From an optimization exercise on the open Yosys and OpenROAD flow, aimed at small area, a short achievable clock period and few clock cycles per item; shortcuts taken in it are not production practice. RTL that was checked went through simulation tests only; none was proved equivalent to the original. Only the layout flow was run in runs 2 to 4; the RTL was not checked for function there. Power and IR drop assume default switching activity.

## flow/design.v (module list and top-level ports; edited modules follow where they fit)
// module polygon_convexity_check: 156 lines
// module pcc_booth_enc: 20 lines
// module pcc_cross: 2433 lines
module polygon_convexity_check #(
  parameter int COORD_WIDTH = 16
) (
  input  logic                          clk,
  input  logic                          rst,
  input  logic                          vertex_valid,
  output logic                          vertex_ready,
  input  logic signed [COORD_WIDTH-1:0] vertex_x,
  input  logic signed [COORD_WIDTH-1:0] vertex_y,
  input  logic                          last_vertex,
  output logic                          result_valid,
  input  logic                          result_ready,
  output logic                          is_convex,
  output logic                          too_few
);
  // ...
==> flow/run.sh <==
#!/bin/bash
# synth_recipe.tcl (not shown) runs the flow's synth.tcl, then flattens the netlist and writes it again
# the make line also repeats each setting of config.mk as NAME=value (left out here)
make -C /OpenROAD-flow-scripts/flow DESIGN_CONFIG=/design/flow/config.mk WORK_HOME=/design/flow/orfs CLKGATE_MAP_FILE= SYNTH_SCRIPT=/design/flow/synth_recipe.tcl finish
==> flow/config.mk <==
export PLATFORM = sky130hd
export DESIGN_NAME = polygon_convexity_check
export DESIGN_NICKNAME = polygon_convexity_check
export VERILOG_FILES = /design/flow/design.v
export SDC_FILE = /design/flow/constraint.sdc
export NUM_CORES = 4
export LEC_CHECK = 0
export ABC_AREA = 1
export CAP_MARGIN = 5
export CORE_MARGIN = 2
export CORE_UTILIZATION = 40
export PLACE_DENSITY = 0.6
export SETUP_SLACK_MARGIN = 4.0
export SLEW_MARGIN = 5
==> flow/constraint.sdc <==
create_clock -name core_clock -period 7.5 [get_ports {clk}]
set_input_delay 1.5000 -clock core_clock [delete_from_list [all_inputs] [get_ports {clk}]]
set_output_delay 1.5000 -clock core_clock [all_outputs]
set_load 0.01 [all_outputs]
==> flow_metrics.env, run 1 <==
export IMPL_cts_buffer_depth=3
export IMPL_route_met2_wl_mm=33.7
export IMPL_netlist_cell_type_count=39
export IMPL_clk_pin_slew_worst_paths_ns=0.06
export IMPL_ys_seq_area_share_pct=34.3
export IMPL_inverters=468
export IMPL_final_util_pct=46.7
export IMPL_p_seq_share_pct=36.7
export IMPL_comb_power_uw=2050
export IMPL_fin_crit_sh_pct=46.7
export IMPL_postPlaceCellArea_um2=27400
export IMPL_hp_class="flip-flop to flip-flop"
export IMPL_overflow=0
export IMPL_seq_power_uw=2320
export IMPL_synth_compound_area_share_pct=10.3
export IMPL_grt_usage_pct=22.1
export IMPL_p_leak_uw=0.0131
export IMPL_start_util_pct=40.6
export IMPL_switchingPower_uw=2150
export IMPL_final_max_slew_viol_count=0
export IMPL_clockPowerShare_pct=31.0
export IMPL_nWellTaps=855
export IMPL_clkCellAreaFrac_pct=4.40
export IMPL_dieArea_um2=67600
export IMPL_r2r_start="b_y[4]"
export IMPL_path_max_fanout=17
export IMPL_outcome="timing/DRC/antenna clean"
export IMPL_final_common_cell="inv_1"
export IMPL_hold_viol_final=0
export IMPL_async_flop_share_pct=0
export IMPL_startpoint_type="flip-flop"
export IMPL_path_cells="clkinv_4 > o22ai_1 > xor2_1 > fa_1 > fa_1 > inv_1 > fa_2 > fa_1"
export IMPL_seq_cells=352
Testbench counts, summed over its fixed seeds: cycles 59,325, items 59,266.
==> inputs of run 2 (changes only) <==
--- a/flow/design.v
+++ b/flow/design.v
@@ -1233,61 +1233,56 @@
   wire s642;
   wire c643;
   wire s644;
   wire c645;
   wire s646;
   wire c647;
   wire s648;
   wire c649;
-  logic rg_0_0;
   logic rg_0_1;
   logic rg_0_2;
-  logic rg_1_0;
+  logic rg_0_3;
   logic rg_1_1;
+  logic rg_1_2;
   logic rg_1_3;
-  logic rg_2_0;
   logic rg_2_1;
   logic rg_2_2;
+  logic rg_2_3;
   logic rg_3_0;
   logic rg_3_1;
   logic rg_3_2;
   logic rg_3_3;
   logic rg_4_0;
   logic rg_4_1;
   logic rg_4_2;
   logic rg_4_3;
   logic rg_5_0;
   logic rg_5_1;
   logic rg_5_2;
   logic rg_5_3;
   logic rg_6_0;
   logic rg_6_1;
-  logic rg_6_2;
-  logic rg_6_3;
   logic rg_7_0;
   logic rg_7_1;
   logic rg_7_2;
-  logic rg_7_3;
   logic rg_8_0;
   logic rg_8_1;
   logic rg_8_2;
-  logic rg_8_3;
   logic rg_9_0;
   logic rg_9_1;
   logic rg_9_2;
-  logic rg_9_3;
   logic rg_10_0;
   logic rg_10_1;
   logic rg_10_2;
-  logic rg_10_3;
   logic rg_11_0;
   logic rg_11_1;
   logic rg_11_2;
   logic rg_11_3;
+  logic rg_11_4;
   logic rg_12_0;
   logic rg_12_1;
   logic rg_12_2;
   logic rg_12_3;
   logic rg_13_0;
   logic rg_13_1;
   logic rg_13_2;
   logic rg_13_3;
@@ -1336,44 +1331,31 @@
   logic rg_24_2;
   logic rg_24_3;
   logic rg_25_0;
   logic rg_25_1;
   logic rg_25_2;
   logic rg_25_3;
   logic rg_26_0;
   logic rg_26_1;
-  logic rg_26_2;
-  logic rg_26_3;
   logic rg_27_0;
   logic rg_27_1;
   logic rg_27_2;
-  logic rg_27_3;
   logic rg_28_0;
   logic rg_28_1;
   logic rg_28_2;
-  logic rg_28_3;
   logic rg_29_0;
   logic rg_29_1;
   logic rg_29_2;
-  logic rg_29_3;
   logic rg_30_0;
-  logic rg_30_1;
-  logic rg_30_2;
-  logic rg_30_3;
   logic rg_31_0;
   logic rg_31_1;
-  logic rg_31_2;
-  logic rg_31_3;
   logic rg_32_0;
   logic rg_32_1;
-  logic rg_32_2;
-  logic rg_32_3;
   logic rg_33_0;
-  logic rg_33_1;
   logic [33:0] s, c;
   assign p_one0 = aenc[0];
   assign p_two0 = aenc[1];
   assign p_neg0 = aenc[2];
   assign p_r0_0 = ((p_one0 & by[0])) ^ p_neg0;
   assign p_r0_1 = ((p_one0 & by[1]) | (p_two0 & by[0])) ^ p_neg0;
   assign p_r0_2 = ((p_one0 & by[2]) | (p_two0 & by[1])) ^ p_neg0;
   assign p_r0_3 = ((p_one0 & by[3]) | (p_two0 & by[2])) ^ p_neg0;
@@ -2274,349 +2256,331 @@
   assign s506 = p_r7_16 ^ p_r8_14 ^ q_r7_16;
   assign c507 = (p_r7_16 & p_r8_14) | (p_r7_16 & q_r7_16) | (p_r8_14 & q_r7_16);
   assign s508 = q_r8_14 ^ c391 ^ c393;
   assign c509 = (q_r8_14 & c391) | (q_r8_14 & c393) | (c391 & c393);
   assign s510 = p_rn7 ^ p_r8_15 ^ q_rn7;
   assign c511 = (p_rn7 & p_r8_15) | (p_rn7 & q_rn7) | (p_r8_15 & q_rn7);
   assign s512 = q_r8_15 ^ 1'b1;
   assign c513 = q_r8_15 & 1'b1;
-  assign s514 = rg_0_0 ^ rg_0_1;
-  assign c515 = rg_0_0 & rg_0_1;
-  assign s516 = rg_1_0 ^ rg_1_1 ^ 1'b1;
-  assign c517 = (rg_1_0 & rg_1_1) | (rg_1_0 & 1'b1) | (rg_1_1 & 1'b1);
-  assign s518 = rg_2_0 ^ rg_2_1 ^ rg_2_2;
-  assign c519 = (rg_2_0 & rg_2_1) | (rg_2_0 & rg_2_2) | (rg_2_1 & rg_2_2);
-  assign s520 = rg_3_0 ^ rg_3_1 ^ rg_3_2;
-  assign c521 = (rg_3_0 & rg_3_1) | (rg_3_0 & rg_3_2) | (rg_3_1 & rg_3_2);
-  assign s522 = rg_4_0 ^ rg_4_1 ^ rg_4_2;
-  assign c523 = (rg_4_0 & rg_4_1) | (rg_4_0 & rg_4_2) | (rg_4_1 & rg_4_2);
-  assign s524 = rg_5_0 ^ rg_5_1 ^ rg_5_2;
-  assign c525 = (rg_5_0 & rg_5_1) | (rg_5_0 & rg_5_2) | (rg_5_1 & rg_5_2);
-  assign s526 = rg_6_0 ^ rg_6_1 ^ rg_6_2;
-  assign c527 = (rg_6_0 & rg_6_1) | (rg_6_0 & rg_6_2) | (rg_6_1 & rg_6_2);
-  assign s528 = rg_7_0 ^ rg_7_1 ^ rg_7_2;
-  assign c529 = (rg_7_0 & rg_7_1) | (rg_7_0 & rg_7_2) | (rg_7_1 & rg_7_2);
-  assign s530 = rg_8_0 ^ rg_8_1 ^ rg_8_2;
-  assign c531 = (rg_8_0 & rg_8_1) | (rg_8_0 & rg_8_2) | (rg_8_1 & rg_8_2);
-  assign s532 = rg_9_0 ^ rg_9_1 ^ rg_9_2;
-  assign c533 = (rg_9_0 & rg_9_1) | (rg_9_0 & rg_9_2) | (rg_9_1 & rg_9_2);
-  assign s534 = rg_10_0 ^ rg_10_1 ^ rg_10_2;
-  assign c535 = (rg_10_0 & rg_10_1) | (rg_10_0 & rg_10_2) | (rg_10_1 & rg_10_2);
-  assign s536 = rg_11_0 ^ rg_11_1 ^ rg_11_2;
-  assign c537 = (rg_11_0 & rg_11_1) | (rg_11_0 & rg_11_2) | (rg_11_1 & rg_11_2);
-  assign s538 = rg_12_0 ^ rg_12_1 ^ rg_12_2;
-  assign c539 = (rg_12_0 & rg_12_1) | (rg_12_0 & rg_12_2) | (rg_12_1 & rg_12_2);
-  assign s540 = rg_13_0 ^ rg_13_1 ^ rg_13_2;
-  assign c541 = (rg_13_0 & rg_13_1) | (rg_13_0 & rg_13_2) | (rg_13_1 & rg_13_2);
-  assign s542 = rg_14_0 ^ rg_14_1 ^ rg_14_2;
-  assign c543 = (rg_14_0 & rg_14_1) | (rg_14_0 & rg_14_2) | (rg_14_1 & rg_14_2);
-  assign s544 = rg_15_0 ^ rg_15_1 ^ rg_15_2;
-  assign c545 = (rg_15_0 & rg_15_1) | (rg_15_0 & rg_15_2) | (rg_15_1 & rg_15_2);
-  assign s546 = rg_16_0 ^ rg_16_1 ^ rg_16_2;
-  assign c547 = (rg_16_0 & rg_16_1) | (rg_16_0 & rg_16_2) | (rg_16_1 & rg_16_2);
-  assign s548 = rg_17_0 ^ rg_17_1 ^ rg_17_2;
-  assign c549 = (rg_17_0 & rg_17_1) | (rg_17_0 & rg_17_2) | (rg_17_1 & rg_17_2);
-  assign s550 = rg_18_0 ^ rg_18_1 ^ rg_18_2;
-  assign c551 = (rg_18_0 & rg_18_1) | (rg_18_0 & rg_18_2) | (rg_18_1 & rg_18_2);
-  assign s552 = rg_19_0 ^ rg_19_1 ^ rg_19_2;
-  assign c553 = (rg_19_0 & rg_19_1) | (rg_19_0 & rg_19_2) | (rg_19_1 & rg_19_2);
-  assign s554 = rg_20_0 ^ rg_20_1 ^ rg_20_2;
-  assign c555 = (rg_20_0 & rg_20_1) | (rg_20_0 & rg_20_2) | (rg_20_1 & rg_20_2);
-  assign s556 = rg_21_0 ^ rg_21_1 ^ rg_21_2;
-  assign c557 = (rg_21_0 & rg_21_1) | (rg_21_0 & rg_21_2) | (rg_21_1 & rg_21_2);
-  assign s558 = rg_22_0 ^ rg_22_1 ^ rg_22_2;
-  assign c559 = (rg_22_0 & rg_22_1) | (rg_22_0 & rg_22_2) | (rg_22_1 & rg_22_2);
-  assign s560 = rg_23_0 ^ rg_23_1 ^ rg_23_2;
-  assign c561 = (rg_23_0 & rg_23_1) | (rg_23_0 & rg_23_2) | (rg_23_1 & rg_23_2);
-  assign s562 = rg_24_0 ^ rg_24_1 ^ rg_24_2;
-  assign c563 = (rg_24_0 & rg_24_1) | (rg_24_0 & rg_24_2) | (rg_24_1 & rg_24_2);
-  assign s564 = rg_25_0 ^ rg_25_1 ^ rg_25_2;
-  assign c565 = (rg_25_0 & rg_25_1) | (rg_25_0 & rg_25_2) | (rg_25_1 & rg_25_2);
-  assign s566 = rg_26_0 ^ rg_26_1 ^ rg_26_2;
-  assign c567 = (rg_26_0 & rg_26_1) | (rg_26_0 & rg_26_2) | (rg_26_1 & rg_26_2);
-  assign s568 = rg_27_0 ^ rg_27_1 ^ rg_27_2;
-  assign c569 = (rg_27_0 & rg_27_1) | (rg_27_0 & rg_27_2) | (rg_27_1 & rg_27_2);
-  assign s570 = rg_28_0 ^ rg_28_1 ^ rg_28_2;
-  assign c571 = (rg_28_0 & rg_28_1) | (rg_28_0 & rg_28_2) | (rg_28_1 & rg_28_2);
-  assign s572 = rg_29_0 ^ rg_29_1 ^ rg_29_2;
-  assign c573 = (rg_29_0 & rg_29_1) | (rg_29_0 & rg_29_2) | (rg_29_1 & rg_29_2);
-  assign s574 = rg_30_0 ^ rg_30_1 ^ rg_30_2;
-  assign c575 = (rg_30_0 & rg_30_1) | (rg_30_0 & rg_30_2) | (rg_30_1 & rg_30_2);
-  assign s576 = rg_31_0 ^ rg_31_1 ^ rg_31_2;
-  assign c577 = (rg_31_0 & rg_31_1) | (rg_31_0 & rg_31_2) | (rg_31_1 & rg_31_2);
-  assign s578 = rg_32_0 ^ rg_32_1 ^ rg_32_2;
-  assign c579 = (rg_32_0 & rg_32_1) | (rg_32_0 & rg_32_2) | (rg_32_1 & rg_32_2);
-  assign s580 = rg_33_0 ^ rg_33_1;
-  assign c581 = rg_33_0 & rg_33_1;
-  assign s582 = s514 ^ rg_0_2;
-  assign c583 = s514 & rg_0_2;
-  assign s584 = s516 ^ rg_1_3 ^ c515;
-  assign c585 = (s516 & rg_1_3) | (s516 & c515) | (rg_1_3 & c515);
-  assign s586 = s518 ^ 1'b1 ^ c517;
-  assign c587 = (s518 & 1'b1) | (s518 & c517) | (1'b1 & c517);
-  assign s588 = s520 ^ rg_3_3 ^ c519;
-  assign c589 = (s520 & rg_3_3) | (s520 & c519) | (rg_3_3 & c519);
-  assign s590 = s522 ^ rg_4_3 ^ c521;
-  assign c591 = (s522 & rg_4_3) | (s522 & c521) | (rg_4_3 & c521);
-  assign s592 = s524 ^ rg_5_3 ^ c523;
-  assign c593 = (s524 & rg_5_3) | (s524 & c523) | (rg_5_3 & c523);
-  assign s594 = s526 ^ rg_6_3 ^ c525;
-  assign c595 = (s526 & rg_6_3) | (s526 & c525) | (rg_6_3 & c525);
-  assign s596 = s528 ^ rg_7_3 ^ c527;
-  assign c597 = (s528 & rg_7_3) | (s528 & c527) | (rg_7_3 & c527);
-  assign s598 = s530 ^ rg_8_3 ^ c529;
-  assign c599 = (s530 & rg_8_3) | (s530 & c529) | (rg_8_3 & c529);
-  assign s600 = s532 ^ rg_9_3 ^ c531;
-  assign c601 = (s532 & rg_9_3) | (s532 & c531) | (rg_9_3 & c531);
-  assign s602 = s534 ^ rg_10_3 ^ c533;
-  assign c603 = (s534 & rg_10_3) | (s534 & c533) | (rg_10_3 & c533);
-  assign s604 = s536 ^ rg_11_3 ^ c535;
-  assign c605 = (s536 & rg_11_3) | (s536 & c535) | (rg_11_3 & c535);
-  assign s606 = s538 ^ rg_12_3 ^ c537;
-  assign c607 = (s538 & rg_12_3) | (s538 & c537) | (rg_12_3 & c537);
-  assign s608 = s540 ^ rg_13_3 ^ c539;
-  assign c609 = (s540 & rg_13_3) | (s540 & c539) | (rg_13_3 & c539);
-  assign s610 = s542 ^ rg_14_3 ^ c541;
-  assign c611 = (s542 & rg_14_3) | (s542 & c541) | (rg_14_3 & c541);
-  assign s612 = s544 ^ rg_15_3 ^ c543;
-  assign c613 = (s544 & rg_15_3) | (s544 & c543) | (rg_15_3 & c543);
-  assign s614 = s546 ^ rg_16_3 ^ c545;
-  assign c615 = (s546 & rg_16_3) | (s546 & c545) | (rg_16_3 & c545);
-  assign s616 = s548 ^ rg_17_3 ^ c547;
-  assign c617 = (s548 & rg_17_3) | (s548 & c547) | (rg_17_3 & c547);
-  assign s618 = s550 ^ rg_18_3 ^ c549;
-  assign c619 = (s550 & rg_18_3) | (s550 & c549) | (rg_18_3 & c549);
-  assign s620 = s552 ^ rg_19_3 ^ c551;
-  assign c621 = (s552 & rg_19_3) | (s552 & c551) | (rg_19_3 & c551);
-  assign s622 = s554 ^ rg_20_3 ^ c553;
-  assign c623 = (s554 & rg_20_3) | (s554 & c553) | (rg_20_3 & c553);
-  assign s624 = s556 ^ rg_21_3 ^ c555;
-  assign c625 = (s556 & rg_21_3) | (s556 & c555) | (rg_21_3 & c555);
-  assign s626 = s558 ^ rg_22_3 ^ c557;
-  assign c627 = (s558 & rg_22_3) | (s558 & c557) | (rg_22_3 & c557);
-  assign s628 = s560 ^ rg_23_3 ^ c559;
-  assign c629 = (s560 & rg_23_3) | (s560 & c559) | (rg_23_3 & c559);
-  assign s630 = s562 ^ rg_24_3 ^ c561;
-  assign c631 = (s562 & rg_24_3) | (s562 & c561) | (rg_24_3 & c561);
-  assign s632 = s564 ^ rg_25_3 ^ c563;
-  assign c633 = (s564 & rg_25_3) | (s564 & c563) | (rg_25_3 & c563);
-  assign s634 = s566 ^ rg_26_3 ^ c565;
-  assign c635 = (s566 & rg_26_3) | (s566 & c565) | (rg_26_3 & c565);
-  assign s636 = s568 ^ rg_27_3 ^ c567;
-  assign c637 = (s568 & rg_27_3) | (s568 & c567) | (rg_27_3 & c567);
-  assign s638 = s570 ^ rg_28_3 ^ c569;
-  assign c639 = (s570 & rg_28_3) | (s570 & c569) | (rg_28_3 & c569);
-  assign s640 = s572 ^ rg_29_3 ^ c571;
-  assign c641 = (s572 & rg_29_3) | (s572 & c571) | (rg_29_3 & c571);
-  assign s642 = s574 ^ rg_30_3 ^ c573;
-  assign c643 = (s574 & rg_30_3) | (s574 & c573) | (rg_30_3 & c573);
-  assign s644 = s576 ^ rg_31_3 ^ c575;
-  assign c645 = (s576 & rg_31_3) | (s576 & c575) | (rg_31_3 & c575);
-  assign s646 = s578 ^ rg_32_3 ^ c577;
-  assign c647 = (s578 & rg_32_3) | (s578 & c577) | (rg_32_3 & c577);
-  assign s648 = s580 ^ 1'b1 ^ c579;
-  assign c649 = (s580 & 1'b1) | (s580 & c579) | (1'b1 & c579);
+  assign s514 = c407 ^ c409 ^ s412;
+  assign c515 = (c407 & c409) | (c407 & s412) | (c409 & s412);
+  assign s516 = c413 ^ c411 ^ c515;
+  assign c517 = (c413 & c411) | (c413 & c515) | (c411 & c515);
+  assign s518 = c415 ^ c417 ^ s418;
+  assign c519 = (c415 & c417) | (c415 & s418) | (c417 & s418);
+  assign s520 = c419 ^ c421 ^ s422;
+  assign c521 = (c419 & c421) | (c419 & s422) | (c421 & s422);
+  assign s522 = c423 ^ c425 ^ s428;
+  assign c523 = (c423 & c425) | (c423 & s428) | (c425 & s428);
+  assign s524 = c487 ^ s490 ^ s492;
+  assign c525 = (c487 & s490) | (c487 & s492) | (s490 & s492);
+  assign s526 = c491 ^ c493 ^ s494;
+  assign c527 = (c491 & c493) | (c491 & s494) | (c493 & s494);
+  assign s528 = s498 ^ c495 ^ c497;
+  assign c529 = (s498 & c495) | (s498 & c497) | (c495 & c497);
+  assign s530 = c499 ^ s502 ^ s504;
+  assign c531 = (c499 & s502) | (c499 & s504) | (s502 & s504);
+  assign s532 = s506 ^ c503 ^ c505;
+  assign c533 = (s506 & c503) | (s506 & c505) | (c503 & c505);
+  assign s534 = s508 ^ c531 ^ s532;
+  assign c535 = (s508 & c531) | (s508 & s532) | (c531 & s532);
+  assign s536 = c507 ^ s510 ^ s512;
+  assign c537 = (c507 & s510) | (c507 & s512) | (s510 & s512);
+  assign s538 = c509 ^ s536 ^ c533;
+  assign c539 = (c509 & s536) | (c509 & c533) | (s536 & c533);
+  assign s540 = p_r8_16 ^ q_r8_16 ^ c511;
+  assign c541 = (p_r8_16 & q_r8_16) | (p_r8_16 & c511) | (q_r8_16 & c511);
+  assign s542 = c513 ^ c537 ^ s540;
+  assign c543 = (c513 & c537) | (c513 & s540) | (c537 & s540);
+  assign s544 = 1'b1 ^ p_rn8 ^ q_rn8;
+  assign c545 = (1'b1 & p_rn8) | (1'b1 & q_rn8) | (p_rn8 & q_rn8);
+  assign s546 = s544 ^ c541 ^ c543;
+  assign c547 = (s544 & c541) | (s544 & c543) | (c541 & c543);
+  assign s548 = 1'b1 ^ rg_0_1;
+  assign c549 = 1'b1 & rg_0_1;
+  assign s550 = 1'b1 ^ rg_1_1 ^ rg_1_2;
+  assign c551 = (1'b1 & rg_1_1) | (1'b1 & rg_1_2) | (rg_1_1 & rg_1_2);
+  assign s552 = 1'b1 ^ rg_2_1 ^ rg_2_2;
+  assign c553 = (1'b1 & rg_2_1) | (1'b1 & rg_2_2) | (rg_2_1 & rg_2_2);
+  assign s554 = rg_3_0 ^ rg_3_1 ^ rg_3_2;
+  assign c555 = (rg_3_0 & rg_3_1) | (rg_3_0 & rg_3_2) | (rg_3_1 & rg_3_2);
+  assign s556 = rg_4_0 ^ rg_4_1 ^ rg_4_2;
+  assign c557 = (rg_4_0 & rg_4_1) | (rg_4_0 & rg_4_2) | (rg_4_1 & rg_4_2);
+  assign s558 = rg_5_0 ^ rg_5_1 ^ rg_5_2;
+  assign c559 = (rg_5_0 & rg_5_1) | (rg_5_0 & rg_5_2) | (rg_5_1 & rg_5_2);
+  assign s560 = rg_11_0 ^ rg_11_1 ^ rg_11_2;
+  assign c561 = (rg_11_0 & rg_11_1) | (rg_11_0 & rg_11_2) | (rg_11_1 & rg_11_2);
+  assign s562 = rg_12_0 ^ rg_12_1 ^ rg_12_2;
+  assign c563 = (rg_12_0 & rg_12_1) | (rg_12_0 & rg_12_2) | (rg_12_1 & rg_12_2);
+  assign s564 = rg_13_0 ^ rg_13_1 ^ rg_13_2;
+  assign c565 = (rg_13_0 & rg_13_1) | (rg_13_0 & rg_13_2) | (rg_13_1 & rg_13_2);
+  assign s566 = rg_14_0 ^ rg_14_1 ^ rg_14_2;
+  assign c567 = (rg_14_0 & rg_14_1) | (rg_14_0 & rg_14_2) | (rg_14_1 & rg_14_2);
+  assign s568 = rg_15_0 ^ rg_15_1 ^ rg_15_2;
+  assign c569 = (rg_15_0 & rg_15_1) | (rg_15_0 & rg_15_2) | (rg_15_1 & rg_15_2);
+  assign s570 = rg_16_0 ^ rg_16_1 ^ rg_16_2;
+  assign c571 = (rg_16_0 & rg_16_1) | (rg_16_0 & rg_16_2) | (rg_16_1 & rg_16_2);
+  assign s572 = rg_17_0 ^ rg_17_1 ^ rg_17_2;
+  assign c573 = (rg_17_0 & rg_17_1) | (rg_17_0 & rg_17_2) | (rg_17_1 & rg_17_2);
+  assign s574 = rg_18_0 ^ rg_18_1 ^ rg_18_2;
+  assign c575 = (rg_18_0 & rg_18_1) | (rg_18_0 & rg_18_2) | (rg_18_1 & rg_18_2);
+  assign s576 = rg_19_0 ^ rg_19_1 ^ rg_19_2;
+  assign c577 = (rg_19_0 & rg_19_1) | (rg_19_0 & rg_19_2) | (rg_19_1 & rg_19_2);
+  assign s578 = rg_20_0 ^ rg_20_1 ^ rg_20_2;
+  assign c579 = (rg_20_0 & rg_20_1) | (rg_20_0 & rg_20_2) | (rg_20_1 & rg_20_2);
+  assign s580 = rg_21_0 ^ rg_21_1 ^ rg_21_2;
+  assign c581 = (rg_21_0 & rg_21_1) | (rg_21_0 & rg_21_2) | (rg_21_1 & rg_21_2);
+  assign s582 = rg_22_0 ^ rg_22_1 ^ rg_22_2;
+  assign c583 = (rg_22_0 & rg_22_1) | (rg_22_0 & rg_22_2) | (rg_22_1 & rg_22_2);
+  assign s584 = rg_23_0 ^ rg_23_1 ^ rg_23_2;
+  assign c585 = (rg_23_0 & rg_23_1) | (rg_23_0 & rg_23_2) | (rg_23_1 & rg_23_2);
+  assign s586 = rg_24_0 ^ rg_24_1 ^ rg_24_2;
+  assign c587 = (rg_24_0 & rg_24_1) | (rg_24_0 & rg_24_2) | (rg_24_1 & rg_24_2);
+  assign s588 = rg_25_0 ^ rg_25_1 ^ rg_25_2;
+  assign c589 = (rg_25_0 & rg_25_1) | (rg_25_0 & rg_25_2) | (rg_25_1 & rg_25_2);
+  assign s590 = s548 ^ rg_0_2;
+  assign c591 = s548 & rg_0_2;
+  assign s592 = s550 ^ rg_1_3 ^ c549;
+  assign c593 = (s550 & rg_1_3) | (s550 & c549) | (rg_1_3 & c549);
+  assign s594 = s552 ^ rg_2_3 ^ c551;
+  assign c595 = (s552 & rg_2_3) | (s552 & c551) | (rg_2_3 & c551);
+  assign s596 = s554 ^ rg_3_3 ^ c553;
+  assign c597 = (s554 & rg_3_3) | (s554 & c553) | (rg_3_3 & c553);
+  assign s598 = s556 ^ rg_4_3 ^ c555;
+  assign c599 = (s556 & rg_4_3) | (s556 & c555) | (rg_4_3 & c555);
+  assign s600 = s558 ^ rg_5_3 ^ c557;
+  assign c601 = (s558 & rg_5_3) | (s558 & c557) | (rg_5_3 & c557);
+  assign s602 = rg_6_0 ^ rg_6_1 ^ c559;
+  assign c603 = (rg_6_0 & rg_6_1) | (rg_6_0 & c559) | (rg_6_1 & c559);
+  assign s604 = rg_7_0 ^ rg_7_1 ^ rg_7_2;
+  assign c605 = (rg_7_0 & rg_7_1) | (rg_7_0 & rg_7_2) | (rg_7_1 & rg_7_2);
+  assign s606 = rg_8_0 ^ rg_8_1 ^ rg_8_2;
+  assign c607 = (rg_8_0 & rg_8_1) | (rg_8_0 & rg_8_2) | (rg_8_1 & rg_8_2);
+  assign s608 = rg_9_0 ^ rg_9_1 ^ rg_9_2;
+  assign c609 = (rg_9_0 & rg_9_1) | (rg_9_0 & rg_9_2) | (rg_9_1 & rg_9_2);
+  assign s610 = rg_10_0 ^ rg_10_1 ^ rg_10_2;
+  assign c611 = (rg_10_0 & rg_10_1) | (rg_10_0 & rg_10_2) | (rg_10_1 & rg_10_2);
+  assign s612 = s560 ^ rg_11_3 ^ rg_11_4;
+  assign c613 = (s560 & rg_11_3) | (s560 & rg_11_4) | (rg_11_3 & rg_11_4);
+  assign s614 = s562 ^ rg_12_3 ^ c561;
+  assign c615 = (s562 & rg_12_3) | (s562 & c561) | (rg_12_3 & c561);
+  assign s616 = s564 ^ rg_13_3 ^ c563;
+  assign c617 = (s564 & rg_13_3) | (s564 & c563) | (rg_13_3 & c563);
+  assign s618 = s566 ^ rg_14_3 ^ c565;
+  assign c619 = (s566 & rg_14_3) | (s566 & c565) | (rg_14_3 & c565);
+  assign s620 = s568 ^ rg_15_3 ^ c567;
+  assign c621 = (s568 & rg_15_3) | (s568 & c567) | (rg_15_3 & c567);
+  assign s622 = s570 ^ rg_16_3 ^ c569;
+  assign c623 = (s570 & rg_16_3) | (s570 & c569) | (rg_16_3 & c569);
+  assign s624 = s572 ^ rg_17_3 ^ c571;
+  assign c625 = (s572 & rg_17_3) | (s572 & c571) | (rg_17_3 & c571);
+  assign s626 = s574 ^ rg_18_3 ^ c573;
+  assign c627 = (s574 & rg_18_3) | (s574 & c573) | (rg_18_3 & c573);
+  assign s628 = s576 ^ rg_19_3 ^ c575;
+  assign c629 = (s576 & rg_19_3) | (s576 & c575) | (rg_19_3 & c575);
+  assign s630 = s578 ^ rg_20_3 ^ c577;
+  assign c631 = (s578 & rg_20_3) | (s578 & c577) | (rg_20_3 & c577);
+  assign s632 = s580 ^ rg_21_3 ^ c579;
+  assign c633 = (s580 & rg_21_3) | (s580 & c579) | (rg_21_3 & c579);
+  assign s634 = s582 ^ rg_22_3 ^ c581;
+  assign c635 = (s582 & rg_22_3) | (s582 & c581) | (rg_22_3 & c581);
+  assign s636 = s584 ^ rg_23_3 ^ c583;
+  assign c637 = (s584 & rg_23_3) | (s584 & c583) | (rg_23_3 & c583);
+  assign s638 = s586 ^ rg_24_3 ^ c585;
+  assign c639 = (s586 & rg_24_3) | (s586 & c585) | (rg_24_3 & c585);
+  assign s640 = s588 ^ rg_25_3 ^ c587;
+  assign c641 = (s588 & rg_25_3) | (s588 & c587) | (rg_25_3 & c587);
+  assign s642 = rg_26_0 ^ rg_26_1 ^ c589;
+  assign c643 = (rg_26_0 & rg_26_1) | (rg_26_0 & c589) | (rg_26_1 & c589);
+  assign s644 = rg_27_0 ^ rg_27_1 ^ rg_27_2;
+  assign c645 = (rg_27_0 & rg_27_1) | (rg_27_0 & rg_27_2) | (rg_27_1 & rg_27_2);
+  assign s646 = rg_28_0 ^ rg_28_1 ^ rg_28_2;
+  assign c647 = (rg_28_0 & rg_28_1) | (rg_28_0 & rg_28_2) | (rg_28_1 & rg_28_2);
+  assign s648 = rg_29_0 ^ rg_29_1 ^ rg_29_2;
+  assign c649 = (rg_29_0 & rg_29_1) | (rg_29_0 & rg_29_2) | (rg_29_1 & rg_29_2);
   always_ff @(posedge clk) begin
-    rg_0_0 <= s394;
-    rg_0_1 <= q_r0_0;
-    rg_0_2 <= q_neg0;
-    rg_1_0 <= p_r0_1;
-    rg_1_1 <= q_r0_1;
+    rg_0_1 <= q_neg0;
+    rg_0_2 <= q_r0_0;
+    rg_0_3 <= s394;
+    rg_1_1 <= p_r0_1;
+    rg_1_2 <= q_r0_1;
     rg_1_3 <= c395;
-    rg_2_0 <= s396;
-    rg_2_1 <= q_r1_0;
-    rg_2_2 <= q_neg1;
-    rg_3_0 <= s398;
-    rg_3_1 <= s400;
-    rg_3_2 <= c245;
+    rg_2_1 <= q_neg1;
+    rg_2_2 <= q_r1_0;
+    rg_2_3 <= s396;
+    rg_3_0 <= c245;
+    rg_3_1 <= s398;
+    rg_3_2 <= s400;
     rg_3_3 <= c397;
-    rg_4_0 <= s402;
-    rg_4_1 <= s404;
-    rg_4_2 <= c399;
-    rg_4_3 <= c401;
-    rg_5_0 <= s406;
-    rg_5_1 <= s408;
-    rg_5_2 <= c403;
-    rg_5_3 <= c405;
+    rg_4_0 <= c399;
+    rg_4_1 <= c401;
+    rg_4_2 <= s404;
+    rg_4_3 <= s402;
+    rg_5_0 <= c405;
+    rg_5_1 <= c403;
+    rg_5_2 <= s406;
+    rg_5_3 <= s408;
     rg_6_0 <= s410;
-    rg_6_1 <= s412;
-    rg_6_2 <= c407;
-    rg_6_3 <= c409;
+    rg_6_1 <= s514;
     rg_7_0 <= s414;
     rg_7_1 <= s416;
-    rg_7_2 <= c411;
-    rg_7_3 <= c413;
-    rg_8_0 <= s418;
-    rg_8_1 <= s420;
-    rg_8_2 <= c415;
-    rg_8_3 <= c417;
-    rg_9_0 <= s422;
-    rg_9_1 <= s424;
-    rg_9_2 <= c419;
-    rg_9_3 <= c421;
-    rg_10_0 <= s426;
-    rg_10_1 <= s428;
-    rg_10_2 <= c423;
-    rg_10_3 <= c425;
-    rg_11_0 <= s430;
-    rg_11_1 <= s432;
-    rg_11_2 <= c427;
-    rg_11_3 <= c429;
-    rg_12_0 <= s434;
-    rg_12_1 <= s436;
-    rg_12_2 <= c431;
-    rg_12_3 <= c433;
-    rg_13_0 <= s438;
-    rg_13_1 <= s440;
-    rg_13_2 <= c435;
-    rg_13_3 <= c437;
-    rg_14_0 <= s442;
-    rg_14_1 <= s444;
-    rg_14_2 <= c439;
-    rg_14_3 <= c441;
-    rg_15_0 <= s446;
-    rg_15_1 <= s448;
-    rg_15_2 <= c443;
-    rg_15_3 <= c445;
-    rg_16_0 <= s450;
-    rg_16_1 <= s452;
-    rg_16_2 <= c447;
-    rg_16_3 <= c449;
-    rg_17_0 <= s454;
-    rg_17_1 <= s456;
-    rg_17_2 <= c451;
-    rg_17_3 <= c453;
-    rg_18_0 <= s458;
-    rg_18_1 <= s460;
-    rg_18_2 <= c455;
-    rg_18_3 <= c457;
-    rg_19_0 <= s462;
-    rg_19_1 <= s464;
-    rg_19_2 <= c459;
-    rg_19_3 <= c461;
-    rg_20_0 <= s466;
-    rg_20_1 <= s468;
-    rg_20_2 <= c463;
-    rg_20_3 <= c465;
-    rg_21_0 <= s470;
-    rg_21_1 <= s472;
-    rg_21_2 <= c467;
-    rg_21_3 <= c469;
-    rg_22_0 <= s474;
-    rg_22_1 <= s476;
-    rg_22_2 <= c471;
-    rg_22_3 <= c473;
-    rg_23_0 <= s478;
-    rg_23_1 <= s480;
-    rg_23_2 <= c475;
-    rg_23_3 <= c477;
-    rg_24_0 <= s482;
-    rg_24_1 <= s484;
-    rg_24_2 <= c479;
-    rg_24_3 <= c481;
+    rg_7_2 <= s516;
+    rg_8_0 <= s420;
+    rg_8_1 <= c517;
+    rg_8_2 <= s518;
+    rg_9_0 <= s424;
+    rg_9_1 <= c519;
+    rg_9_2 <= s520;
+    rg_10_0 <= c521;
+    rg_10_1 <= s426;
+    rg_10_2 <= s522;
+    rg_11_0 <= c429;
+    rg_11_1 <= c427;
+    rg_11_2 <= c523;
+    rg_11_3 <= s430;
+    rg_11_4 <= s432;
+    rg_12_0 <= c431;
+    rg_12_1 <= c433;
+    rg_12_2 <= s434;
+    rg_12_3 <= s436;
+    rg_13_0 <= c435;
+    rg_13_1 <= c437;
+    rg_13_2 <= s438;
+    rg_13_3 <= s440;
+    rg_14_0 <= c439;
+    rg_14_1 <= c441;
+    rg_14_2 <= s442;
+    rg_14_3 <= s444;
+    rg_15_0 <= c443;
+    rg_15_1 <= c445;
+    rg_15_2 <= s446;
+    rg_15_3 <= s448;
+    rg_16_0 <= c447;
+    rg_16_1 <= c449;
+    rg_16_2 <= s450;
+    rg_16_3 <= s452;
+    rg_17_0 <= c451;
+    rg_17_1 <= c453;
+    rg_17_2 <= s454;
+    rg_17_3 <= s456;
+    rg_18_0 <= c455;
+    rg_18_1 <= c457;
+    rg_18_2 <= s458;
+    rg_18_3 <= s460;
+    rg_19_0 <= c459;
+    rg_19_1 <= c461;
+    rg_19_2 <= s462;
+    rg_19_3 <= s464;
+    rg_20_0 <= c463;
+    rg_20_1 <= c465;
+    rg_20_2 <= s466;
+    rg_20_3 <= s468;
+    rg_21_0 <= c467;
+    rg_21_1 <= c469;
+    rg_21_2 <= s470;
+    rg_21_3 <= s472;
+    rg_22_0 <= c471;
+    rg_22_1 <= c473;
+    rg_22_2 <= s474;
+    rg_22_3 <= s476;
+    rg_23_0 <= c475;
+    rg_23_1 <= c477;
+    rg_23_2 <= s478;
+    rg_23_3 <= s480;
+    rg_24_0 <= c479;
+    rg_24_1 <= c481;
+    rg_24_2 <= s482;
+    rg_24_3 <= s484;
     rg_25_0 <= s486;
-    rg_25_1 <= s488;
-    rg_25_2 <= c483;
-    rg_25_3 <= c485;
-    rg_26_0 <= s490;
-    rg_26_1 <= s492;
-    rg_26_2 <= c487;
-    rg_26_3 <= c489;
-    rg_27_0 <= s494;
-    rg_27_1 <= s496;
-    rg_27_2 <= c491;
-    rg_27_3 <= c493;
-    rg_28_0 <= s498;
-    rg_28_1 <= s500;
-    rg_28_2 <= c495;
-    rg_28_3 <= c497;
-    rg_29_0 <= s502;
-    rg_29_1 <= s504;
-    rg_29_2 <= c499;
-    rg_29_3 <= c501;
-    rg_30_0 <= s506;
-    rg_30_1 <= s508;
-    rg_30_2 <= c503;
-    rg_30_3 <= c505;
-    rg_31_0 <= s510;
-    rg_31_1 <= s512;
-    rg_31_2 <= c507;
-    rg_31_3 <= c509;
-    rg_32_0 <= p_r8_16;
-    rg_32_1 <= q_r8_16;
-    rg_32_2 <= c511;
-    rg_32_3 <= c513;
-    rg_33_0 <= p_rn8;
-    rg_33_1 <= q_rn8;
+    rg_25_1 <= c483;
+    rg_25_2 <= c485;
+    rg_25_3 <= s488;
+    rg_26_0 <= c489;
+    rg_26_1 <= s524;
+    rg_27_0 <= s496;
+    rg_27_1 <= c525;
+    rg_27_2 <= s526;
+    rg_28_0 <= s500;
+    rg_28_1 <= c527;
+    rg_28_2 <= s528;
+    rg_29_0 <= c501;
+    rg_29_1 <= s530;
+    rg_29_2 <= c529;
+    rg_30_0 <= s534;
+    rg_31_0 <= c535;
+    rg_31_1 <= s538;
+    rg_32_0 <= s542;
+    rg_32_1 <= c539;
+    rg_33_0 <= s546;
   end
-  assign s[0] = s582;
-  assign c[0] = 1'b1;
-  assign s[1] = s584;
-  assign c[1] = c583;
-  assign s[2] = s586;
-  assign c[2] = c585;
-  assign s[3] = s588;
-  assign c[3] = c587;
-  assign s[4] = s590;
-  assign c[4] = c589;
-  assign s[5] = s592;
-  assign c[5] = c591;
-  assign s[6] = s594;
-  assign c[6] = c593;
-  assign s[7] = s596;
-  assign c[7] = c595;
-  assign s[8] = s598;
-  assign c[8] = c597;
-  assign s[9] = s600;
-  assign c[9] = c599;
-  assign s[10] = s602;
-  assign c[10] = c601;
-  assign s[11] = s604;
-  assign c[11] = c603;
-  assign s[12] = s606;
-  assign c[12] = c605;
-  assign s[13] = s608;
-  assign c[13] = c607;
-  assign s[14] = s610;
-  assign c[14] = c609;
-  assign s[15] = s612;
-  assign c[15] = c611;
-  assign s[16] = s614;
-  assign c[16] = c613;
-  assign s[17] = s616;
-  assign c[17] = c615;
-  assign s[18] = s618;
-  assign c[18] = c617;
-  assign s[19] = s620;
-  assign c[19] = c619;
-  assign s[20] = s622;
-  assign c[20] = c621;
-  assign s[21] = s624;
-  assign c[21] = c623;
-  assign s[22] = s626;
-  assign c[22] = c625;
-  assign s[23] = s628;
-  assign c[23] = c627;
-  assign s[24] = s630;
-  assign c[24] = c629;
-  assign s[25] = s632;
-  assign c[25] = c631;
-  assign s[26] = s634;
-  assign c[26] = c633;
-  assign s[27] = s636;
-  assign c[27] = c635;
-  assign s[28] = s638;
-  assign c[28] = c637;
-  assign s[29] = s640;
-  assign c[29] = c639;
-  assign s[30] = s642;
-  assign c[30] = c641;
-  assign s[31] = s644;
-  assign c[31] = c643;
-  assign s[32] = s646;
-  assign c[32] = c645;
-  assign s[33] = s648;
-  assign c[33] = c647;
+  assign s[0] = s590;
+  assign c[0] = rg_0_3;
+  assign s[1] = s592;
+  assign c[1] = c591;
+  assign s[2] = s594;
+  assign c[2] = c593;
+  assign s[3] = s596;
+  assign c[3] = c595;
+  assign s[4] = s598;
+  assign c[4] = c597;
+  assign s[5] = s600;
+  assign c[5] = c599;
+  assign s[6] = s602;
+  assign c[6] = c601;
+  assign s[7] = s604;
+  assign c[7] = c603;
+  assign s[8] = s606;
+  assign c[8] = c605;
+  assign s[9] = s608;
+  assign c[9] = c607;
+  assign s[10] = s610;
+  assign c[10] = c609;
+  assign s[11] = s612;
+  assign c[11] = c611;
+  assign s[12] = s614;
+  assign c[12] = c613;
+  assign s[13] = s616;
+  assign c[13] = c615;
+  assign s[14] = s618;
+  assign c[14] = c617;
+  assign s[15] = s620;
+  assign c[15] = c619;
+  assign s[16] = s622;
+  assign c[16] = c621;
+  assign s[17] = s624;
+  assign c[17] = c623;
+  assign s[18] = s626;
+  assign c[18] = c625;
+  assign s[19] = s628;
+  assign c[19] = c627;
+  assign s[20] = s630;
+  assign c[20] = c629;
+  assign s[21] = s632;
+  assign c[21] = c631;
+  assign s[22] = s634;
+  assign c[22] = c633;
+  assign s[23] = s636;
+  assign c[23] = c635;
+  assign s[24] = s638;
+  assign c[24] = c637;
+  assign s[25] = s640;
+  assign c[25] = c639;
+  assign s[26] = s642;
+  assign c[26] = c641;
+  assign s[27] = s644;
+  assign c[27] = c643;
+  assign s[28] = s646;
+  assign c[28] = c645;
+  assign s[29] = s648;
+  assign c[29] = c647;
+  assign s[30] = rg_30_0;
+  assign c[30] = c649;
+  assign s[31] = rg_31_0;
+  assign c[31] = rg_31_1;
+  assign s[32] = rg_32_0;
+  assign c[32] = rg_32_1;
+  assign s[33] = rg_33_0;
+  assign c[33] = 1'b0;
   logic [33:0] lo;
   assign lo  = {1'b0, s[32:0]} + {1'b0, c[32:0]};
   assign pos = !(s[33] ^ c[33] ^ lo[33]);
 endmodule
==> flow/config.mk (replaced) <==
export PLATFORM = sky130hd
export DESIGN_NAME = polygon_convexity_check
export DESIGN_NICKNAME = polygon_convexity_check
export VERILOG_FILES = /design/flow/design.v
export SDC_FILE = /design/flow/constraint.sdc
export NUM_CORES = 4
export LEC_CHECK = 0
export ABC_AREA = 1
export CAP_MARGIN = 20
export CORE_MARGIN = 2
export CORE_UTILIZATION = 40
export PLACE_DENSITY = 0.6
export SETUP_SLACK_MARGIN = 4.0
export SLEW_MARGIN = 20
==> flow_metrics.env, run 2 <==
export IMPL_cts_tree="done"
export IMPL_ant_nets=0
export IMPL_synthesis_nets=3060
export IMPL_yosys_top_cells_count="inv_1 (429), nand2_1 (380), xor2_1 (340)"
export IMPL_gr_usage_met1_pct=30.4
export IMPL_num_antenna_cells=0
export IMPL_drive_gt1_share_pct=12.8
export IMPL_crit_arrival_ns=3.96
export IMPL_cts_buffer_depth=3
export IMPL_path_class="flip-flop to flip-flop"
export IMPL_yosysWarnings=4
export IMPL_max_stage_delay_ns=0.59
export IMPL_slew_headroom_pct=38.0
export IMPL_cts_root_buffer="clkbuf_16"
export IMPL_avgSynthCellArea_um2=9.79
export IMPL_async_flop_share_pct=0
export IMPL_crit_family="adder cells"
export IMPL_fmax_mhz=286
export IMPL_dieArea_um2=66700
export IMPL_drt_pass1_iterations=5
export IMPL_ys_flop_type="edfxtp_1"
export IMPL_largest_reg_flops=52
export IMPL_fin_tns_setup_ns=0
export IMPL_wl_mm=77.1
export IMPL_dieWidth_um=258
export IMPL_ys_ff_latch=334
export IMPL_period_needed_ns=3.49
export IMPL_final_cell_mix="inv_1 (397), nand2_1 (379), xor2_1 (337), fa_1 (273), o22ai_1 (242)"
export IMPL_fp_dieH_um=258
export IMPL_htree_levels=2
export IMPL_drt_initial_drc_count=1884
export IMPL_drc=0
export IMPL_path_buf_inv=3
export IMPL_grt_usage_pct=23.2
export IMPL_largest_register="a_enc"
export IMPL_synth_most_common_cell="inv_1"
export IMPL_hp_class="flip-flop to flip-flop"
export IMPL_grt_pass1_wl_mm=117
export IMPL_p_leak_uw=0.0132
export IMPL_end_kind="flip-flop"
export IMPL_min_from="xend"
export IMPL_slowest_stage="fa_1"
export IMPL_rsz0062_at_grt="yes"
export IMPL_ir_drop_v=0.000172
export IMPL_vias_per_cell=5.29
export IMPL_routabilityCongestion=0.991
export IMPL_netlist_cell_type_count=40
export IMPL_hpwl_mm=54.8
export IMPL_power_density_nw_per_um2=205
export IMPL_final_max_slew_viol_count=0
export IMPL_seq_area_um2=8630
export IMPL_wire_per_inst_um=21.2
export IMPL_clk_pin_slew_worst_paths_ns=0.06
export IMPL_grt_start_max_net_pins=58
export IMPL_final_util_pct=46.7
export IMPL_synth_edf_count=194
export IMPL_synth_top_cell_by_area="edfxtp_1"
export IMPL_clk_insertion_delay_late_ns=0.60
export IMPL_multi_input_area_um2=15100
export IMPL_outcome="timing/DRC/antenna clean"
export IMPL_cts_sinks=334
export IMPL_syn_area_um2=25900
export IMPL_crit_required_ns=7.96
export IMPL_core_area_um2=64200
export IMPL_grt_pass1_vias=19600
export IMPL_io_buffers=40
export IMPL_grt_busiest_layer="met2"
export IMPL_grtUsageMet3_pct=5.13
export IMPL_synth_top_area_share_pct=22.5
export IMPL_ys_seq_area_share_pct=33.4
export IMPL_syn_instance_count=2641
export IMPL_rows=93
export IMPL_num_vias=19200
export IMPL_setup_violations=0
export IMPL_grtUsageMet2_pct=36.1
export IMPL_synth_area_leaders="edfxtp_1 (23%), fa_1 (21%), xor2_1 (12%)"
export IMPL_area_delta_synth_final_pct=15.9
export IMPL_antenna_found_initial=0
export IMPL_cts_made_buffers=39
export IMPL_fin_crit_sh_pct=46.6
export IMPL_path_cells="clkinvlp_4 > o22ai_1 > xor2_1 > fa_1 > inv_1 > fa_1 > inv_1 > fa_1 > fa_1"
export IMPL_tightest_slew_ns=0.927
export IMPL_final_fill_count=6092
export IMPL_crit_top_cell="fa_1"
export IMPL_pin_count=41
export IMPL_start_util_pct=40.3
export IMPL_finClkSkew_ns=0.0386
export IMPL_path_max_fanout=5
export IMPL_startpoint_type="flip-flop"
export IMPL_nets=3168
export IMPL_final_common_cell="inv_1"
export IMPL_cap_viol_max_count=0
export IMPL_r2r_start="a_enc[0]"
export IMPL_startpoint="a_enc[0]"
export IMPL_hold_viol_final=0
export IMPL_overflow=0
run 2: per-layer routing:
layer  wire (um)  vias up  share of wire (%)
li1            -     8720                  -
met3        6900      231                8.9
met4        4420        0                5.7
met2       34200      897                 44
met5           0        -                  0
met1       31600     9382                 41
run 2: path summary, 6_finish.rpt:
check / to / slack [ns] / cells past startpoint
min reg2reg: yend / 0.33 / 0
max reg2reg: u_cross.rg_15_2 / 4.01 / 9
min: yend / 0.33 / 0
max: u_cross.rg_15_2 / 4.01 / 9
run 2: kinds of logic after synthesis:
logic type / Yosys count / synth area share (%)
compound gates: 393 / 9.59
xor+xnor: 346 / 11.7
fa+ha+maj: 382 / 26.4
buf+inv: 604 / 9.05
flops: 334 / 33.4
mux: 30 / 1.17
simple gates: 552 / 8.69
run 2: timing repair:
item                                    in CTS  in global routing
hold buffers                                 0                  0
resized for setup                           66                 44
pin swaps                                    1                 22
cloned                                       2                  1
buffers inserted                            86                 36
endpoints found under the setup margin     250                 64
run 2: power by group:
group	internal [uW]	leakage, uW	switching (uW)	total [uW]
Sequential	2160	0.00295	89.0	2250
Combinational	780	0.00958	1180	1960
Clock	1130	0.000666	821	1950
run 2: cell type report:
type                            instances  share of cell area (%)
Clock inverter                         18                   0.463
Timing Repair inverter                  2                  0.0459
Sequential cell                       334                    28.8
Clock buffer                           54                    3.98
Tap cell                              855                    3.57
Timing Repair Buffer                  184                    6.19
Inverter                              484                    6.74
Multi-Input combinational cell       1704                    50.2
run 2: worst register-to-register path, delay by kind of cell (launching register included):
family                     cells  cell delay (ns)
xor gates and xnor gates       1             0.12
adders and majority gates      4             2.13
buffers and inverters          3             0.41
DFF                            1             0.48
AOI/OAI and AO/OA              1             0.25
run 2: through the flow:
step	total power [uW]	setup WS, ns	hold WS [ns]	std cells	cell area, um2
floorplan	3610	4.01	0.310	2641	25900
detailed placement	4270	2.77	0.313	3438	27000
global route	6640	3.96	0.334	3635	30000
CTS	6270	4.00	0.330	3598	29400
global placement	4200	2.86	0.317	3438	27000
finish	6160	4.01	0.329	3635	30000
==> inputs of run 3 (changes only) <==
==> flow/flow/run.sh (new file) <==
#!/bin/bash
# Layout flow: the standard flow (standard.sh) unchanged except for one step in
# synthesis. Before Yosys's fine-grained synthesis runs ABC, the adder trees of the RTL
# (plain XOR / majority gates) are mapped to full- and half-adder cells, so ABC cannot
# restructure them first; extracting them afterwards leaves inverters between the adder
# cells. Everything else, including the registers, is the standard synthesis.
set -euo pipefail
HERE=$(pwd)
FL=$HERE/flow

# synthesis script: ORFS's synth.tcl with the early adder extraction inserted
python3 - "$FLOW_HOME/scripts/synth.tcl" "$HERE/synth_fa.tcl" <<'PYEOF'
import sys
src = open(sys.argv[1]).read()
anchor = """if {
  [env_var_exists_and_non_empty SYNTH_WRAPPED_OPERATORS] ||
  [env_var_exists_and_non_empty SWAP_ARITH_OPERATORS]
} {
  source $::env(SCRIPTS_DIR)/synth_wrap_operators.tcl
} else {"""
early = """# early full-adder extraction (this flow's only change to synthesis)
opt -fast -full
memory_map
opt -full
techmap -map +/techmap.v -map $::env(FLOW_HOME)/platforms/common/lcu_kogge_stone.v
opt -fast
extract_fa {*}[dont_use_extract_fa_args]
techmap -map $::env(ADDER_MAP_FILE)
opt -fast

"""
assert src.count(anchor) == 1, "synth.tcl anchor not found"
open(sys.argv[2], "w").write(src.replace(anchor, early + anchor))
PYEOF
# The standard flow's synthesis wrapper, sourcing the script above instead of synth.tcl
sed "s|\$::env(SCRIPTS_DIR)/synth.tcl|$HERE/synth_fa.tcl|" synth_recipe.tcl > synth_recipe_fa.tcl
grep -q "synth_fa.tcl" synth_recipe_fa.tcl
# standard.sh with that synthesis wrapper, for the synth target only
sed "s|SYNTH_SCRIPT=[^ ]*|SYNTH_SCRIPT=$HERE/synth_recipe_fa.tcl|" standard.sh > standard_fa.sh
grep -q "synth_recipe_fa.tcl" standard_fa.sh

bash standard_fa.sh synth > synth.log 2>&1
bash standard.sh finish > finish.log 2>&1
==> flow/standard.sh (new file) <==
#!/bin/bash
# synth_recipe.tcl (not shown) runs the flow's synth.tcl, then flattens the netlist and writes it again
# the make line also repeats each setting of config.mk as NAME=value (left out here)
make -C /OpenROAD-flow-scripts/flow DESIGN_CONFIG=/design/flow/config.mk WORK_HOME=/design/flow/orfs CLKGATE_MAP_FILE= SYNTH_SCRIPT=/design/flow/synth_recipe.tcl "${@:-finish}"
removed: flow/run.sh
==> flow_metrics.env, run 3 <==
export IMPL_power_density_nw_per_um2=160
export IMPL_slowest_stage="fa_1"
export IMPL_crit_top_cell="fa_1"
export IMPL_num_vias=18500
export IMPL_ys_flop_type="edfxtp_1"
export IMPL_clk_pin_slew_worst_paths_ns=0.06
export IMPL_synth_edf_count=194
export IMPL_top_layer="met5"
export IMPL_synth_area_leaders="edfxtp_1 (23%), fa_1 (22%), xor2_1 (11%)"
export IMPL_ant_nets=0
export IMPL_vias_per_cell=5.38
export IMPL_final_cell_mix="nand2_1 (378), xor2_1 (335), fa_1 (279), o22ai_1 (256), inv_1 (238)"
export IMPL_power_uw=4640
export IMPL_synth_top_family_by_area="adder cells"
export IMPL_cap_viol_max_count=0
export IMPL_yosys_top_cells_count="nand2_1 (378), xor2_1 (336), fa_1 (279)"
export IMPL_hold_viol_final=0
export IMPL_finalNonFillerCells=3432
export IMPL_core_area_um2=63200
export IMPL_slew_headroom_pct=37.9
export IMPL_crit_required_ns=7.95
export IMPL_grt_pass1_vias=18900
export IMPL_switching_share_pct=26.9
export IMPL_tightest_slew_ns=0.929
export IMPL_htree_levels=2
export IMPL_routabilityCongestion=0.954
export IMPL_synth_compound_area_share_pct=9.67
export IMPL_finClkSkew_ns=0.0218
export IMPL_drc=0
export IMPL_synth_mux_area_fraction_pct=1.13
export IMPL_syn_instance_count=2493
export IMPL_ir_drop_v=0.000182
export IMPL_ys_seq_area_share_pct=33.6
export IMPL_p_leak_uw=0.0121
export IMPL_startpoint_type="flip-flop"
export IMPL_start_util_pct=40.6
export IMPL_area_delta_synth_final_pct=13.3
export IMPL_wire_per_inst_um=21.0
export IMPL_num_antenna_cells=0
export IMPL_synth_most_common_cell="nand2_1"
export IMPL_met3WireLength_mm=6.20
export IMPL_synth_top_area_share_pct=22.7
export IMPL_fp_dieH_um=257
export IMPL_clockPowerShare_pct=39.4
export IMPL_combPwrFrac_pct=15.9
export IMPL_grt_pass1_wl_mm=111
export IMPL_crit_family="adder cells"
export IMPL_internal_power_uw=3390
export IMPL_io_buffers=40
export IMPL_period_needed_ns=3.51
export IMPL_clk_insertion_delay_late_ns=0.58
export IMPL_synth_top_cell_by_area="edfxtp_1"
export IMPL_largest_register="a_enc"
export IMPL_whs_path_depth=0
export IMPL_async_flop_share_pct=0
export IMPL_cts_tree="done"
export IMPL_largest_reg_flops=52
export IMPL_setup_violations=0
export IMPL_max_stage_delay_ns=0.52
export IMPL_ys_ff_latch=334
export IMPL_nets=3001
export IMPL_synthesis_nets=2938
export IMPL_yosys_area_share_simple_pct=8.85
export IMPL_drive_gt1_share_pct=11.5
export IMPL_fmax_mhz=285
export IMPL_path_class="flip-flop to flip-flop"
export IMPL_netlist_cell_type_count=40
export IMPL_path_cells="clkinv_2 > o22ai_1 > xor2_1 > fa_1 > fa_1 > inv_1 > fa_1 > inv_1 > fa_1"
export IMPL_overflow=0
export IMPL_p_seq_share_pct=44.6
export IMPL_yosysWarnings=4
export IMPL_fin_crit_sh_pct=46.7
export IMPL_syn_area_um2=25700
export IMPL_synth_xor_area_share_pct=11.7
export IMPL_dp_cells=3272
export IMPL_cts_sinks=334
export IMPL_path_buf_inv=3
export IMPL_rows=92
export IMPL_rsz0062_at_grt="yes"
export IMPL_dieArea_um2=66200
export IMPL_fin_tns_setup_ns=0
export IMPL_outcome="timing/DRC/antenna clean"
export IMPL_route_met2_wl_mm=33.1
export IMPL_cts_buffer_depth=3
export IMPL_wl_met1_mm=29.3
export IMPL_grt_start_max_net_pins=58
export IMPL_yosys_area_share_adder_pct=28.1
export IMPL_cts_root_buffer="clkbuf_16"
export IMPL_end_kind="flip-flop"
export IMPL_hpwl_mm=52.4
export IMPL_dieWidth_um=257
export IMPL_path_max_fanout=17
export IMPL_drt_pass1_iterations=6
export IMPL_final_max_slew_viol_count=0
export IMPL_hp_class="flip-flop to flip-flop"
export IMPL_reg2reg_depth=9
export IMPL_crit_arrival_ns=3.95
export IMPL_cts_made_buffers=39
export IMPL_grt_usage_pct=21.7
export IMPL_pin_count=41
export IMPL_crit_cells=9
export IMPL_switchingPower_uw=1250
export IMPL_wl_mm=72.0
export IMPL_drt_initial_drc_count=1801
export IMPL_avgSynthCellArea_um2=10.3
export IMPL_antenna_found_initial=0
export IMPL_final_common_cell="nand2_1"
==> run 3: path summary, 6_finish.rpt <==
path / slack [ns] / start / to
worst max-delay path: 3.99 / b_y[1] / u_cross.rg_9_2
worst min-delay path: 0.33 / yend / zend
worst max register to register: 3.99 / b_y[1] / u_cross.rg_9_2
worst min register to register: 0.33 / yend / zend
==> run 3: power by group through the flow <==
| stage | combinational (uW) | clock [uW] | sequential [uW] |
|---|---|---|---|
| after floorplan | 516 | 0 | 2100 |
| after global placement | 725 | 0 | 2110 |
| after detailed placement | 743 | 0 | 2110 |
| after CTS | 754 | 1880 | 2070 |
| after global routing | 879 | 1950 | 2080 |
| final | 741 | 1830 | 2070 |
==> run 3: layout make-up <==
type	instances	area (um2)
well taps	846	1060
inverters	326	1420
repair buffers	141	1410
fillers	5843	34100
clock inverters	18	139
flip-flops and latches	334	8630
multi-input cells	1714	15300
clock buffers	53	1090
==> run 3: logic make-up (layout without fill, tap and decap cells) <==
logic type | after synthesis | in the layout
AND/OR/NAND/NOR | 546 | 548
buffers and inverters | 447 | 538
adder cells (fa/ha/maj) | 408 | 408
AO/OA/AOI/OAI | 385 | 385
XOR/XNOR | 344 | 344
flip-flops | 334 | 334
multiplexers | 29 | 29
==> run 3: metrics by stage <==
step                      hold WS, ns  setup WS [ns]  area, um2  util (%)
final                           0.331           3.99      29100      46.0
after global routing            0.344           3.90      29100      46.0
after CTS                       0.337           4.00      28300      44.8
after detailed placement        0.319           2.63      26700      42.3
after global placement          0.321           2.72      26700      42.3
after floorplan                 0.310           4.04      25700         -
==> run 3: what timing repair did <==
| item | in CTS | in global routing |
|---|---|---|
| hold buffers | 0 | 0 |
| setup endpoints to repair | 296 | 56 |
| gates resized for setup | 57 | 41 |
| pin swaps | 1 | 1 |
| cloned | 1 | 1 |
| buffers inserted | 24 | 63 |
==> run 3: per-layer routing <==
layer | vias up | GRT usage (%)
li1 | 8327 | -
met1 | 9022 | 28.8
met2 | 901 | 34.5
met3 | 202 | 4.27
met4 | 2 | 9.45
met5 | - | 1.10
==> inputs of run 4 (changes only) <==
--- a/flow/config.mk
+++ b/flow/config.mk
@@ -10,5 +10,5 @@
 export CORE_MARGIN = 2
 export CORE_UTILIZATION = 40
 export PLACE_DENSITY = 0.6
-export SETUP_SLACK_MARGIN = 4.0
+export SETUP_SLACK_MARGIN = 4.2
 export SLEW_MARGIN = 20
==> flow_metrics.env, run 4 <==
export IMPL_finClkSkew_ns=0.0248
export IMPL_synth_area_leaders="edfxtp_1 (23%), fa_1 (22%), xor2_1 (11%)"
export IMPL_syn_area_um2=25700
export IMPL_io_buffers=40
export IMPL_yosys_top_cells_count="nand2_1 (378), xor2_1 (336), fa_1 (279)"
export IMPL_ys_flop_type="edfxtp_1"
export IMPL_largest_register="a_enc"
export IMPL_synth_edf_count=194
export IMPL_ys_seq_area_share_pct=33.6
export IMPL_slew_headroom_pct=37.1
export IMPL_cap_viol_max_count=0
export IMPL_core_area_um2=63200
export IMPL_grt_busiest_layer="met2"
export IMPL_grtUsageMet2_pct=34.9
export IMPL_hpwl_mm=52.0
export IMPL_rsz0062_at_grt="yes"
export IMPL_outcome="timing/DRC/antenna clean"
export IMPL_p_leak_uw=0.0127
export IMPL_drc=0
export IMPL_final_fill_count=5718
export IMPL_start_util_pct=40.6
export IMPL_startpoint="a_enc[0]"
export IMPL_num_vias=19200
export IMPL_cts_made_buffers=41
export IMPL_overflow=0
export IMPL_cts_root_buffer="clkbuf_16"
export IMPL_rows=92
export IMPL_nets=3100
export IMPL_cts_sinks=334
export IMPL_area_delta_synth_final_pct=17.9
export IMPL_cts_hold_buf=0
export IMPL_grtUsageMet3_pct=5.24
export IMPL_async_flop_share_pct=0
export IMPL_syn_instance_count=2493
export IMPL_antenna_found_initial=0
export IMPL_clk_insertion_delay_late_ns=0.59
export IMPL_synth_top_cell_by_area="edfxtp_1"
export IMPL_startpoint_type="flip-flop"
export IMPL_clk_pin_slew_worst_paths_ns=0.06
export IMPL_grt_usage_pct=22.3
export IMPL_pin_count=41
export IMPL_dieWidth_um=257
export IMPL_ir_drop_v=0.000177
export IMPL_htree_levels=2
export IMPL_synthesis_nets=2938
export IMPL_netlist_cell_type_count=40
export IMPL_hp_class="flip-flop to flip-flop"
export IMPL_crit_required_ns=7.97
export IMPL_wl_mm=75.5
export IMPL_drt_initial_drc_count=1947
export IMPL_final_max_slew_viol_count=0
export IMPL_final_cell_mix="nand2_1 (372), xor2_1 (332), fa_1 (270), inv_1 (236), o22ai_1 (230)"
export IMPL_min_from="xend"
export IMPL_grt_pass1_wl_mm=113
export IMPL_gr_usage_met1_pct=28.9
export IMPL_avgSynthCellArea_um2=10.3
export IMPL_ant_nets=0
export IMPL_fp_dieH_um=257
export IMPL_r2r_start="a_enc[0]"
export IMPL_power_density_nw_per_um2=157
export IMPL_final_common_cell="nand2_1"
export IMPL_cts_tree="done"
export IMPL_largest_reg_flops=52
export IMPL_hold_viol_final=0
export IMPL_synth_most_common_cell="nand2_1"
export IMPL_end_kind="flip-flop"
export IMPL_vias_per_cell=5.42
export IMPL_crit_arrival_ns=3.83
export IMPL_fin_crit_sh_pct=44.7
export IMPL_path_class="flip-flop to flip-flop"
export IMPL_grt_pass1_vias=19400
export IMPL_grt_start_max_net_pins=87
export IMPL_yosysWarnings=4
export IMPL_dieArea_um2=66200
export IMPL_synth_top_area_share_pct=22.7
export IMPL_cts_buffer_depth=3
export IMPL_tightest_slew_ns=0.941
export IMPL_drive_gt1_share_pct=16.9
export IMPL_period_needed_ns=3.35
export IMPL_timing_hold_ws_ns=0.327
export IMPL_wire_per_inst_um=21.4
export IMPL_drt_pass1_iterations=7
export IMPL_setup_violations=0
export IMPL_fin_tns_setup_ns=0
export IMPL_ys_ff_latch=334
export IMPL_fmax_mhz=298
export IMPL_path_max_fanout=4
export IMPL_routabilityCongestion=0.959
-- run 4: final timing paths --
path	end	slack, ns	cells after the start
worst min-delay path	yend	0.33	0
worst max register to register	u_cross.rg_10_1	4.15	9
worst min register to register	yend	0.33	0
worst max-delay path	u_cross.rg_10_1	4.15	9
-- run 4: repair_timing --
item	4_1_cts	5_1_grt
endpoints found under the setup margin	313	73
gates resized for setup	108	64
pin swaps	2	35
cloned	2	7
buffers inserted	130	46
-- run 4: through the flow --
stage | setup WS [ns] | total power (uW) | std cells | area (um2) | util [%]
6_report | 4.15 | 4740 | 3534 | 30200 | 47.9
3_3_place_gp | 2.71 | 2840 | 3273 | 26700 | 42.3
2_1_floorplan | 4.20 | 2620 | 2493 | 25700 | -
5_1_grt | 4.05 | 5010 | 3533 | 30200 | 47.9
3_5_place_dp | 2.58 | 2860 | 3273 | 26700 | 42.3
4_1_cts | 4.20 | 4810 | 3480 | 29500 | 46.7
-- run 4: critical path: stages (launching register included) --
cell        delay (ns)
edfxtp_1          0.41
clkinvlp_4        0.21
o22ai_1           0.22
xor2_1            0.27
fa_1              0.52
fa_1              0.55
fa_1              0.50
inv_1             0.05
fa_1              0.47
inv_1             0.04
-- run 4: cells by family (layout without fill, tap and decap cells) --
| group | Yosys count | after routing | share of synthesized area [%] |
|---|---|---|---|
| XOR/XNOR | 344 | 344 | 11.7 |
| other | 0 | 1 | 0 |
| flip-flops | 334 | 334 | 33.6 |
| buffers and inverters | 447 | 639 | 6.92 |
| AND/OR/NAND/NOR | 546 | 548 | 8.85 |
| multiplexers | 29 | 29 | 1.13 |
| adder cells (fa/ha/maj) | 408 | 408 | 28.1 |
| AO/OA/AOI/OAI | 385 | 385 | 9.67 |
-- run 4: report_power, final --
group          internal (uW)  switching, uW
combinational            310            439
sequential              2030           40.3
clock                   1120            795
-- run 4: layout make-up --
class                      count  area, um2  area share (%)
antenna                        1       2.50         0.00827
clock buffer                  59       1170            3.86
clock inverter                16        141           0.467
inverter                     326       1500            4.97
multi-input combinational   1714      15600            51.5
sequential                   334       8630            28.5
tap                          846       1060            3.50
timing repair buffer         231       2130            7.03
timing repair inverter         7       40.0           0.132
-- run 4: layer usage --
metal / share of wire, % / vias up
met5: 0 / -
met4: 5.7 / 0
met3: 10 / 284
met2: 45 / 1054
met1: 39 / 9314
li1: - / 8515

## afterwards: timing with drivers on the ports
The flow's constraints put no driver on any port. The routed layouts listed below were extracted and timed again, unchanged, in two steps.
Step 1, drivers: a clkbuf_16 drives clk and a buf_2 each remaining input, both assumed.
Step 2 adds t to the input delays and takes it off the output delays; t is the mean of the earliest and latest rising clock arrival at the registers after step 1. Input paths then give back, and output paths get back, about the clock's delay inside the block.
Three values: no drivers, after step 1, after step 2; two values: the first two.
| run | t, ns | setup slack, ns | clock arrival spread, ns | worst slew at a driven data input, ns | pins driven straight from the clock port |
|---|---|---|---|---|---|
| run 1 | 0.647 | 3.995 / 3.995 / 3.546 | 0.025 / 0.025 | 0.05 | 1 |
| run 2 | 0.637 | 4.008 / 4.008 / 3.561 | 0.040 / 0.040 | 0.05 | 1 |
| run 3 | 0.629 | 3.995 / 3.995 / 3.575 | 0.023 / 0.023 | 0.06 | 1 |
| run 4 | 0.630 | 4.145 / 4.145 / 3.708 | 0.028 / 0.028 | 0.07 | 1 |
After both steps every run listed still meets setup and hold. The setup slack of run 1, which loses most, moves by 0.000 ns with the drivers and by -0.449 ns with both steps.
